Background: an optimization exercise with open tools, aiming at small area. Do not read the settings as production practice. Only simulation tests tie the RTL to the original design; equivalence was not proved.

==> run a: inputs <==
==> flow/design.v <==
`timescale 1ns/1ps
`default_nettype none
package rv_decode_pkg;
	typedef struct packed {
		logic [32-1:0] inst;
		logic [64-1:0] pc;
		logic [64-1:0] rs1;
		logic [64-1:0] rs2;
	} fetch_pkt_t;
	typedef enum logic [3:0] {
		ALU_PASS    = 4'd0,      
		ALU_ADD     = 4'd1,
		ALU_SUB     = 4'd2,
		ALU_AND     = 4'd3,
		ALU_OR      = 4'd4,
		ALU_XOR     = 4'd5,
		ALU_SLT     = 4'd6,
		ALU_SLL     = 4'd7,
		ALU_SRL     = 4'd8,
		ALU_SRA     = 4'd9,
		ALU_COMPARE = 4'd10      
	} alu_op_e;
	typedef enum logic [2:0] {
		BR_NONE = 3'd0,
		BR_EQ   = 3'd1,
		BR_NE   = 3'd2,
		BR_LT   = 3'd3,
		BR_GE   = 3'd4
	} br_cond_e;
	typedef enum logic [2:0] {
		SRC_ZERO = 3'd0,
		SRC_RS1  = 3'd1,
		SRC_RS2  = 3'd2,
		SRC_PC   = 3'd3,
		SRC_IMM  = 3'd4,     
		SRC_LINK = 3'd5
	} opnd_src_e;
	typedef struct packed {
		fetch_pkt_t          pkt;
		alu_op_e             alu_op;
		br_cond_e            br_cond;
		logic                jump;
		opnd_src_e           ds1_src;
		opnd_src_e           ds2_src;
		opnd_src_e           as1_src;
		logic [64-1:0]    data_imm;    
		logic [64-1:0]    addr_imm;    
		logic                shamt_imm_sel;
		logic [6-1:0] shamt_imm;
		logic [3:0]          size;
		logic                is_unsigned;
		logic                word_op;
		logic                load;
		logic                store;
		logic                gpr_write;
		logic [5-1:0] rd;
		logic                illegal;
	} id_entry_t;
	typedef struct packed {
		logic [64-1:0]    pc;
		alu_op_e             alu_op;
		br_cond_e            br_cond;
		logic                jump;
		logic [64-1:0]    ds1;
		logic [64-1:0]    ds2;
		logic [64-1:0]    as1;
		logic [64-1:0]    as2;
		logic [6-1:0] shamt;
		logic [3:0]          size;
		logic                is_unsigned;
		logic                word_op;
		logic                load;
		logic                store;
		logic                gpr_write;
		logic [5-1:0] rd;
		logic                illegal;
		logic [64-1:0]    trap_value;
	} ex_uop_t;
endpackage
`default_nettype wire
`timescale 1ns/1ps
`default_nettype none
module inst_legal (
	input  wire [32-1:0] inst_i,
	output logic            legal_o
);
	logic [6:0] opcode;
	logic [2:0] f3;
	logic f7z, f7s, f6z, f6s;
	assign opcode = inst_i[6:0];
	assign f3     = inst_i[14:12];
	assign f7z    = (inst_i[31:25] == 7'h00);
	assign f7s    = (inst_i[31:25] == 7'h20);
	assign f6z    = (inst_i[31:26] == 6'h00);
	assign f6s    = (inst_i[31:26] == 6'h10);
	always_comb begin
		case (opcode)
			7'b0110111, 7'b0010111, 7'b1101111: legal_o = 1'b1;
			7'b1100111:   legal_o = (f3 == 3'd0);
			7'b1100011: legal_o = (f3[2:1] != 2'b01);
			7'b0000011:   legal_o = (f3 != 3'd7);
			7'b0100011:  legal_o = !f3[2];
			7'b0010011:    legal_o = (f3 == 3'd1) ? f6z : (f3 == 3'd5) ? (f6z || f6s) : 1'b1;
			7'b0011011:  legal_o = (f3 == 3'd0) || ((f3 == 3'd1) && f7z) ||
				((f3 == 3'd5) && (f7z || f7s));
			7'b0110011:    legal_o = f7z || (f7s && ((f3 == 3'd0) || (f3 == 3'd5)));
			7'b0111011:  legal_o = (((f3 == 3'd0) || (f3 == 3'd5)) && (f7z || f7s)) ||
				((f3 == 3'd1) && f7z);
			default:     legal_o = 1'b0;
		endcase
	end
endmodule
module inst_classifier (
	input  wire [223:0]  pkt_i,
	input  wire          legal_i,
	output logic [412:0] uop_o
);
	rv_decode_pkg::fetch_pkt_t pkt;
	rv_decode_pkg::ex_uop_t    u;
	logic [32-1:0] inst;
	logic [64-1:0] pc, rs1, rs2;
	logic [6:0] opcode;
	logic [2:0] f3;
	logic c_lui, c_auipc, c_jal, c_jalr, c_br, c_ld, c_st, c_imm, c_imm32, c_reg, c_reg32;
	logic v_lui, v_auipc, v_jal, v_jalr, v_br, v_ld, v_st, v_imm, v_imm32, v_reg, v_reg32;
	logic legal, v_ldst, v_w32, v_opi, v_op;
	logic [64-1:0] imm_i, imm_s, imm_b, imm_u, imm_j;
	logic [3:0] alu_fn;
	logic [2:0] br_fn;
	assign pkt    = pkt_i;
	assign inst   = pkt.inst;
	assign pc     = pkt.pc;
	assign rs1    = pkt.rs1;
	assign rs2    = pkt.rs2;
	assign opcode = inst[6:0];
	assign f3     = inst[14:12];
	assign c_lui   = (opcode == 7'b0110111);
	assign c_auipc = (opcode == 7'b0010111);
	assign c_jal   = (opcode == 7'b1101111);
	assign c_jalr  = (opcode == 7'b1100111);
	assign c_br    = (opcode == 7'b1100011);
	assign c_ld    = (opcode == 7'b0000011);
	assign c_st    = (opcode == 7'b0100011);
	assign c_imm   = (opcode == 7'b0010011);
	assign c_imm32 = (opcode == 7'b0011011);
	assign c_reg   = (opcode == 7'b0110011);
	assign c_reg32 = (opcode == 7'b0111011);
	assign legal   = legal_i;
	assign v_lui   = c_lui;
	assign v_auipc = c_auipc;
	assign v_jal   = c_jal;
	assign v_jalr  = c_jalr && legal;
	assign v_br    = c_br && legal;
	assign v_ld    = c_ld && legal;
	assign v_st    = c_st && legal;
	assign v_imm   = c_imm && legal;
	assign v_imm32 = c_imm32 && legal;
	assign v_reg   = c_reg && legal;
	assign v_reg32 = c_reg32 && legal;
	assign v_ldst = v_ld || v_st;
	assign v_w32  = v_imm32 || v_reg32;
	assign v_opi  = v_imm || v_imm32;
	assign v_op   = v_opi || v_reg || v_reg32;
	assign imm_i = {{(64-12){inst[31]}}, inst[31:20]};
	assign imm_s = {{(64-12){inst[31]}}, inst[31:25], inst[11:7]};
	assign imm_b = {{(64-13){inst[31]}}, inst[31], inst[7], inst[30:25], inst[11:8], 1'b0};
	assign imm_u = {{(64-32){inst[31]}}, inst[31:12], 12'b0};
	assign imm_j = {{(64-21){inst[31]}}, inst[31], inst[19:12], inst[20], inst[30:21], 1'b0};
	always_comb begin
		case (f3)
			3'd0:    alu_fn = ((c_reg || c_reg32) && inst[30]) ? 4'd2 : 4'd1;
			3'd1:    alu_fn = 4'd7;
			3'd2:    alu_fn = 4'd6;
			3'd3:    alu_fn = 4'd6;
			3'd4:    alu_fn = 4'd5;
			3'd5:    alu_fn = inst[30] ? 4'd9 : 4'd8;
			3'd6:    alu_fn = 4'd4;
			default: alu_fn = 4'd3;
		endcase
		case (f3)
			3'd0:       br_fn = 3'd1;
			3'd1:       br_fn = 3'd2;
			3'd4, 3'd6: br_fn = 3'd3;
			default:    br_fn = 3'd4;
		endcase
	end
	always_comb begin
		u = '0;
		u.pc          = pc;
		u.rd          = inst[11:7];
		u.illegal     = !legal;
		u.trap_value  = {32'd0, inst & {32{!legal}}};
		u.gpr_write   = legal && !v_br && !v_st;
		u.word_op     = v_w32;
		u.load        = v_ld;
		u.store       = v_st;
		u.jump        = v_jal || v_jalr;
		u.size[0]     = v_ldst && (f3[1:0] == 2'd0);
		u.size[1]     = v_ldst && (f3[1:0] == 2'd1);
		u.size[2]     = !legal || v_w32 || (v_ldst && (f3[1:0] == 2'd2));
		u.size[3]     = (legal && !v_ldst && !v_w32) || (v_ldst && (f3[1:0] == 2'd3));
		u.is_unsigned = ((v_imm || v_reg) && (f3 == 3'd3)) ||
			(v_br && f3[2] && f3[1]) || (v_ld && f3[2]);
		if (v_opi && (f3[1:0] == 2'b01))
			u.shamt = {inst[25] && !c_imm32, inst[24:20]};
		else
			u.shamt = rs2[6-1:0] & {6{legal}};
		u.ds1 = ({64{v_lui}} & imm_u) |
			({64{v_auipc || v_jal || v_jalr}} & pc) |
			({64{v_br || v_op}} & rs1);
		u.ds2 = ({64{v_reg || v_reg32 || v_br || v_st}} & rs2) |
			({64{v_opi}} & imm_i) |
			({64{v_auipc}} & imm_u) |
			({64{v_jal || v_jalr}} & 64'(4));
		u.as1 = ({64{v_br || v_jal}} & pc) |
			({64{legal && !c_br && !c_jal}} & rs1);
		u.as2 = ({64{v_br}} & imm_b) |
			({64{v_jal}} & imm_j) |
			({64{v_st}} & imm_s) |
			({64{v_jalr || v_ld}} & imm_i);
		u.alu_op = rv_decode_pkg::alu_op_e'(({4{v_auipc || v_jal || v_jalr}} & 4'd1) |
			({4{v_br}} & 4'd10) |
			({4{v_op}} & alu_fn));
		u.br_cond = rv_decode_pkg::br_cond_e'({3{v_br}} & br_fn);
	end
	assign uop_o = u;
endmodule
`default_nettype wire
`timescale 1ns/1ps
`default_nettype none
module decode_fifo #(
	parameter int  WIDTH   = 1,
	parameter int  DEPTH   = 4
) (
	input  wire              clk,
	input  wire              rst,
	input  wire              push_i,
	input  wire [WIDTH-1:0]  data_i,
	input  wire              pop_i,
	output logic [WIDTH-1:0] data_o,
	output logic             not_empty_o,
	output logic [WIDTH-1:0] next_o,      
	output logic             load_o
);
	logic [WIDTH-1:0] mem [DEPTH];
	logic [DEPTH-1:0] vld;
	logic [DEPTH-1:0] rdy;       
	always_comb begin
		rdy[0] = !vld[0] || pop_i;
		for (int k = 1; k < DEPTH; k++)
			rdy[k] = !vld[k] || rdy[k-1];
	end
	assign data_o      = mem[0];
	assign not_empty_o = vld[0];
	assign next_o      = (DEPTH > 1) ? mem[1] : data_i;
	assign load_o      = rdy[0];
	always_ff @(posedge clk) begin
		for (int k = 0; k < DEPTH - 1; k++)
			if (rdy[k])
				mem[k] <= mem[k+1];
		if (rdy[DEPTH-1])
			mem[DEPTH-1] <= data_i;
	end
	always_ff @(posedge clk) begin
		if (rst) begin
			vld <= '0;
		end else begin
			for (int k = 0; k < DEPTH - 1; k++)
				if (rdy[k])
					vld[k] <= vld[k+1];
			if (rdy[DEPTH-1])
				vld[DEPTH-1] <= push_i;
		end
	end
endmodule
`default_nettype wire
`timescale 1ns/1ps
`default_nettype none
module operand_issue (
	input  wire   clk,
	input  wire   rst,
	input  wire   avail_i,
	output logic  pop_o,
	input  wire   credit_i
);
	logic [1:0] credit_cnt;
	assign pop_o = avail_i && (credit_cnt != 2'd0);
	always_ff @(posedge clk) begin
		if (rst)
			credit_cnt <= 2'(2);
		else
			credit_cnt <= credit_cnt - 2'(pop_o) + 2'(credit_i);
	end
endmodule
`default_nettype wire
`timescale 1ns/1ps
`default_nettype none
module rv_decode_top (
	input  wire             clk,
	input  wire             rst,
	input  wire [223:0]     fetch_i,       
	input  wire             fetch_valid_i,
	output wire             in_credit_o,
	output wire [412:0]     uop_o,         
	output wire             uop_valid_o,
	input  wire             ex_credit_i
);
	logic [223:0] head_pkt;
	logic         head_avail;
	logic         issue_pop;
	logic [223:0] next_pkt;
	logic         head_load;
	logic         next_legal;
	logic         head_legal;
	decode_fifo #(
		.WIDTH   (224),
		.DEPTH   (4)
	) decode_fifo_i (
		.clk         (clk),
		.rst         (rst),
		.push_i      (fetch_valid_i),
		.data_i      (fetch_i),
		.pop_i       (issue_pop),
		.data_o      (head_pkt),
		.not_empty_o (head_avail),
		.next_o      (next_pkt),
		.load_o      (head_load)
	);
	inst_legal inst_legal_i (
		.inst_i  (next_pkt[223:192]),
		.legal_o (next_legal)
	);
	always_ff @(posedge clk) begin
		if (head_load)
			head_legal <= next_legal;
	end
	operand_issue operand_issue_i (
		.clk      (clk),
		.rst      (rst),
		.avail_i  (head_avail),
		.pop_o    (issue_pop),
		.credit_i (ex_credit_i)
	);
	inst_classifier inst_classifier_i (
		.pkt_i   (head_pkt),
		.legal_i (head_legal),
		.uop_o   (uop_o)
	);
	assign uop_valid_o = issue_pop;
	assign in_credit_o = issue_pop;
endmodule
`default_nettype wire
==> flow/flow/run.sh <==
#!/bin/bash
# Standard layout with small port buffers, one tie cell for all constant outputs and a
# clock tree without dummy loads.
set -euo pipefail
export BUFFER_PORTS_ARGS="-buffer_cell sky130_fd_sc_hd__buf_1"
export CTS_ARGS="-sink_clustering_enable -repair_clock_nets -dont_use_dummy_load -buf_list sky130_fd_sc_hd__clkbuf_16 -sink_clustering_size 27 -sink_clustering_max_diameter 80"
export SKIP_REPAIR_TIE_FANOUT=1
bash standard.sh > make_flow.log 2>&1
==> flow/standard.sh <==
#!/bin/bash
# synth_recipe.tcl (not shown) runs the flow's synth.tcl, then flattens the netlist and writes it again
# the make line also repeats each setting of config.mk as NAME=value (left out here)
make -C /OpenROAD-flow-scripts/flow DESIGN_CONFIG=/design/flow/config.mk WORK_HOME=/design/flow/orfs CLKGATE_MAP_FILE= SYNTH_SCRIPT=/design/flow/synth_recipe.tcl "${@:-finish}"
==> flow/config.mk <==
export PLATFORM = sky130hd
export DESIGN_NAME = rv_decode_top
export DESIGN_NICKNAME = rv_decode_top
export VERILOG_FILES = /design/flow/design.v
export SDC_FILE = /design/flow/constraint.sdc
export NUM_CORES = 4
export LEC_CHECK = 0
export ABC_CLOCK_PERIOD_IN_PS = 2500
export CAP_MARGIN = 20
export CORE_MARGIN = 2
export CORE_UTILIZATION = 75
export SETUP_SLACK_MARGIN = 0.05
export SLEW_MARGIN = 20
==> flow/constraint.sdc <==
create_clock -name core_clock -period 4.0 [get_ports {clk}]
set_input_delay 0.8000 -clock core_clock [delete_from_list [all_inputs] [get_ports {clk}]]
set_output_delay 0.8000 -clock core_clock [all_outputs]
set_load 0.01 [all_outputs]
==> run b (differences from run a) <==
--- a/flow/design.v
+++ b/flow/design.v
@@ -80,39 +80,8 @@
 `default_nettype wire
 `timescale 1ns/1ps
 `default_nettype none
-module inst_legal (
-	input  wire [32-1:0] inst_i,
-	output logic            legal_o
-);
-	logic [6:0] opcode;
-	logic [2:0] f3;
-	logic f7z, f7s, f6z, f6s;
-	assign opcode = inst_i[6:0];
-	assign f3     = inst_i[14:12];
-	assign f7z    = (inst_i[31:25] == 7'h00);
-	assign f7s    = (inst_i[31:25] == 7'h20);
-	assign f6z    = (inst_i[31:26] == 6'h00);
-	assign f6s    = (inst_i[31:26] == 6'h10);
-	always_comb begin
-		case (opcode)
-			7'b0110111, 7'b0010111, 7'b1101111: legal_o = 1'b1;
-			7'b1100111:   legal_o = (f3 == 3'd0);
-			7'b1100011: legal_o = (f3[2:1] != 2'b01);
-			7'b0000011:   legal_o = (f3 != 3'd7);
-			7'b0100011:  legal_o = !f3[2];
-			7'b0010011:    legal_o = (f3 == 3'd1) ? f6z : (f3 == 3'd5) ? (f6z || f6s) : 1'b1;
-			7'b0011011:  legal_o = (f3 == 3'd0) || ((f3 == 3'd1) && f7z) ||
-				((f3 == 3'd5) && (f7z || f7s));
-			7'b0110011:    legal_o = f7z || (f7s && ((f3 == 3'd0) || (f3 == 3'd5)));
-			7'b0111011:  legal_o = (((f3 == 3'd0) || (f3 == 3'd5)) && (f7z || f7s)) ||
-				((f3 == 3'd1) && f7z);
-			default:     legal_o = 1'b0;
-		endcase
-	end
-endmodule
 module inst_classifier (
 	input  wire [223:0]  pkt_i,
-	input  wire          legal_i,
 	output logic [412:0] uop_o
 );
 	rv_decode_pkg::fetch_pkt_t pkt;
@@ -121,6 +90,8 @@
 	logic [64-1:0] pc, rs1, rs2;
 	logic [6:0] opcode;
 	logic [2:0] f3;
+	logic f7z, f7s, f6z, f6s;
+	logic f3_0, f3_1, f3_5;
 	logic c_lui, c_auipc, c_jal, c_jalr, c_br, c_ld, c_st, c_imm, c_imm32, c_reg, c_reg32;
 	logic v_lui, v_auipc, v_jal, v_jalr, v_br, v_ld, v_st, v_imm, v_imm32, v_reg, v_reg32;
 	logic legal, v_ldst, v_w32, v_opi, v_op;
@@ -134,6 +105,13 @@
 	assign rs2    = pkt.rs2;
 	assign opcode = inst[6:0];
 	assign f3     = inst[14:12];
+	assign f7z    = (inst[31:25] == 7'h00);
+	assign f7s    = (inst[31:25] == 7'h20);
+	assign f6z    = (inst[31:26] == 6'h00);
+	assign f6s    = (inst[31:26] == 6'h10);
+	assign f3_0   = (f3 == 3'd0);
+	assign f3_1   = (f3 == 3'd1);
+	assign f3_5   = (f3 == 3'd5);
 	assign c_lui   = (opcode == 7'b0110111);
 	assign c_auipc = (opcode == 7'b0010111);
 	assign c_jal   = (opcode == 7'b1101111);
@@ -145,18 +123,19 @@
 	assign c_imm32 = (opcode == 7'b0011011);
 	assign c_reg   = (opcode == 7'b0110011);
 	assign c_reg32 = (opcode == 7'b0111011);
-	assign legal   = legal_i;
 	assign v_lui   = c_lui;
 	assign v_auipc = c_auipc;
 	assign v_jal   = c_jal;
-	assign v_jalr  = c_jalr && legal;
-	assign v_br    = c_br && legal;
-	assign v_ld    = c_ld && legal;
-	assign v_st    = c_st && legal;
-	assign v_imm   = c_imm && legal;
-	assign v_imm32 = c_imm32 && legal;
-	assign v_reg   = c_reg && legal;
-	assign v_reg32 = c_reg32 && legal;
+	assign v_jalr  = c_jalr && f3_0;
+	assign v_br    = c_br && (f3[2:1] != 2'b01);
+	assign v_ld    = c_ld && (f3 != 3'd7);
+	assign v_st    = c_st && !f3[2];
+	assign v_imm   = c_imm && (f3_1 ? f6z : f3_5 ? (f6z || f6s) : 1'b1);
+	assign v_imm32 = c_imm32 && (f3_0 || (f3_1 && f7z) || (f3_5 && (f7z || f7s)));
+	assign v_reg   = c_reg && (f7z || (f7s && (f3_0 || f3_5)));
+	assign v_reg32 = c_reg32 && (((f3_0 || f3_5) && (f7z || f7s)) || (f3_1 && f7z));
+	assign legal  = v_lui || v_auipc || v_jal || v_jalr || v_br || v_ld || v_st ||
+		v_imm || v_imm32 || v_reg || v_reg32;
 	assign v_ldst = v_ld || v_st;
 	assign v_w32  = v_imm32 || v_reg32;
 	assign v_opi  = v_imm || v_imm32;
@@ -238,9 +217,7 @@
 	input  wire [WIDTH-1:0]  data_i,
 	input  wire              pop_i,
 	output logic [WIDTH-1:0] data_o,
-	output logic             not_empty_o,
-	output logic [WIDTH-1:0] next_o,      
-	output logic             load_o
+	output logic             not_empty_o
 );
 	logic [WIDTH-1:0] mem [DEPTH];
 	logic [DEPTH-1:0] vld;
@@ -252,8 +229,6 @@
 	end
 	assign data_o      = mem[0];
 	assign not_empty_o = vld[0];
-	assign next_o      = (DEPTH > 1) ? mem[1] : data_i;
-	assign load_o      = rdy[0];
 	always_ff @(posedge clk) begin
 		for (int k = 0; k < DEPTH - 1; k++)
 			if (rdy[k])
@@ -308,10 +283,6 @@
 	logic [223:0] head_pkt;
 	logic         head_avail;
 	logic         issue_pop;
-	logic [223:0] next_pkt;
-	logic         head_load;
-	logic         next_legal;
-	logic         head_legal;
 	decode_fifo #(
 		.WIDTH   (224),
 		.DEPTH   (4)
@@ -322,18 +293,8 @@
 		.data_i      (fetch_i),
 		.pop_i       (issue_pop),
 		.data_o      (head_pkt),
-		.not_empty_o (head_avail),
-		.next_o      (next_pkt),
-		.load_o      (head_load)
+		.not_empty_o (head_avail)
 	);
-	inst_legal inst_legal_i (
-		.inst_i  (next_pkt[223:192]),
-		.legal_o (next_legal)
-	);
-	always_ff @(posedge clk) begin
-		if (head_load)
-			head_legal <= next_legal;
-	end
 	operand_issue operand_issue_i (
 		.clk      (clk),
 		.rst      (rst),
@@ -342,9 +303,8 @@
 		.credit_i (ex_credit_i)
 	);
 	inst_classifier inst_classifier_i (
-		.pkt_i   (head_pkt),
-		.legal_i (head_legal),
-		.uop_o   (uop_o)
+		.pkt_i (head_pkt),
+		.uop_o (uop_o)
 	);
 	assign uop_valid_o = issue_pop;
 	assign in_credit_o = issue_pop;
==> flow/flow/run.sh (replaced) <==
#!/bin/bash
# Standard layout with small port buffers, one tie cell for all constant outputs and a
# clock tree without dummy loads.
set -euo pipefail
export BUFFER_PORTS_ARGS="-buffer_cell sky130_fd_sc_hd__buf_1"
export CTS_ARGS="-sink_clustering_enable -repair_clock_nets -dont_use_dummy_load -buf_list sky130_fd_sc_hd__clkbuf_16 -sink_clustering_size 28 -sink_clustering_max_diameter 45"
export SKIP_REPAIR_TIE_FANOUT=1
bash standard.sh > make_flow.log 2>&1
--- a/flow/config.mk
+++ b/flow/config.mk
@@ -8,6 +8,6 @@
 export ABC_CLOCK_PERIOD_IN_PS = 2500
 export CAP_MARGIN = 20
 export CORE_MARGIN = 2
-export CORE_UTILIZATION = 75
-export SETUP_SLACK_MARGIN = 0.05
+export CORE_UTILIZATION = 82
+export PLACE_DENSITY = 0.86
 export SLEW_MARGIN = 20
==> qor summary <==
metric                                                                          run b           run a
Status                                                         stopped before the end  finished clean
Failing step                                                           global routing               -
Register area share after synthesis                                             85.5%           85.2%
Die W                                                                          200 um          210 um
Number of synthesized register bits                                               902             903
Inst Count DP                                                                   2,472           2,505
Yosys warnings                                                                      4               6
Synth cell types                                                                   58              59
Number of clock sinks                                                             902             903
Share of synthesized cell area in and, or, nand and nor gates                   2.36%           2.70%
Initial cell density of the core                                                83.5%           75.9%
Die boundary height                                                            200 um          210 um
Net count of the mapped netlist                                                 1,751           1,769
DP Wirelength                                                               53,500 um       46,500 um
Setup slack at placement                                                     0.290 ns        0.520 ns
Number of instances in the synthesized netlist                                  1,521           1,539
Number of buffers created by CTS                                                   56              39
RePlAce Congestion                                                              0.916            1.01
Synth Area in Compound Gates                                                    7.28%           7.20%
Placement-stage cell area                                                  33,600 um2      33,600 um2
Synthesized area per cell                                                    20.8 um2        20.6 um2
Xor-xnor portion of the synthesized cell area                                  0.111%         0.0828%
Post-synth top area share                                                       85.1%           84.8%
Total setup buffers inserted after CTS                                             14               0
Synthesized-area fraction occupied by adder cells                             0.0791%         0.0788%
Number of flops mapped to enable cells by yosys                                   896             897
Site row count                                                                     71              75

separate check: timing with driven ports:
No port has a modelled driver above. Below, the same layout with a new extraction and two added sets of constraints.
Step 1 sets driving cells, clkbuf_16 on the clock port and buf_2 on the other inputs (assumed; they add their load-dependent delay and slew).
Step 2 also shifts input and output timing later by t, the mid clock arrival at the registers, as if the neighbouring blocks saw the same clock.
Three values: ideal, step 1, step 2; two values: the first two.
run: run a
t, ns: 0.631
setup WS [ns]: 0.136 / 0.077 / 0.708
worst hold slack (ns): 0.370 / 0.349 / 0.408
slew at the worst register clock pin (ns): 0.11 / 0.11
After both steps setup and hold are still met in run a. The setup slack of run a moves by -0.059 ns with the drivers and by +0.572 ns with both steps.
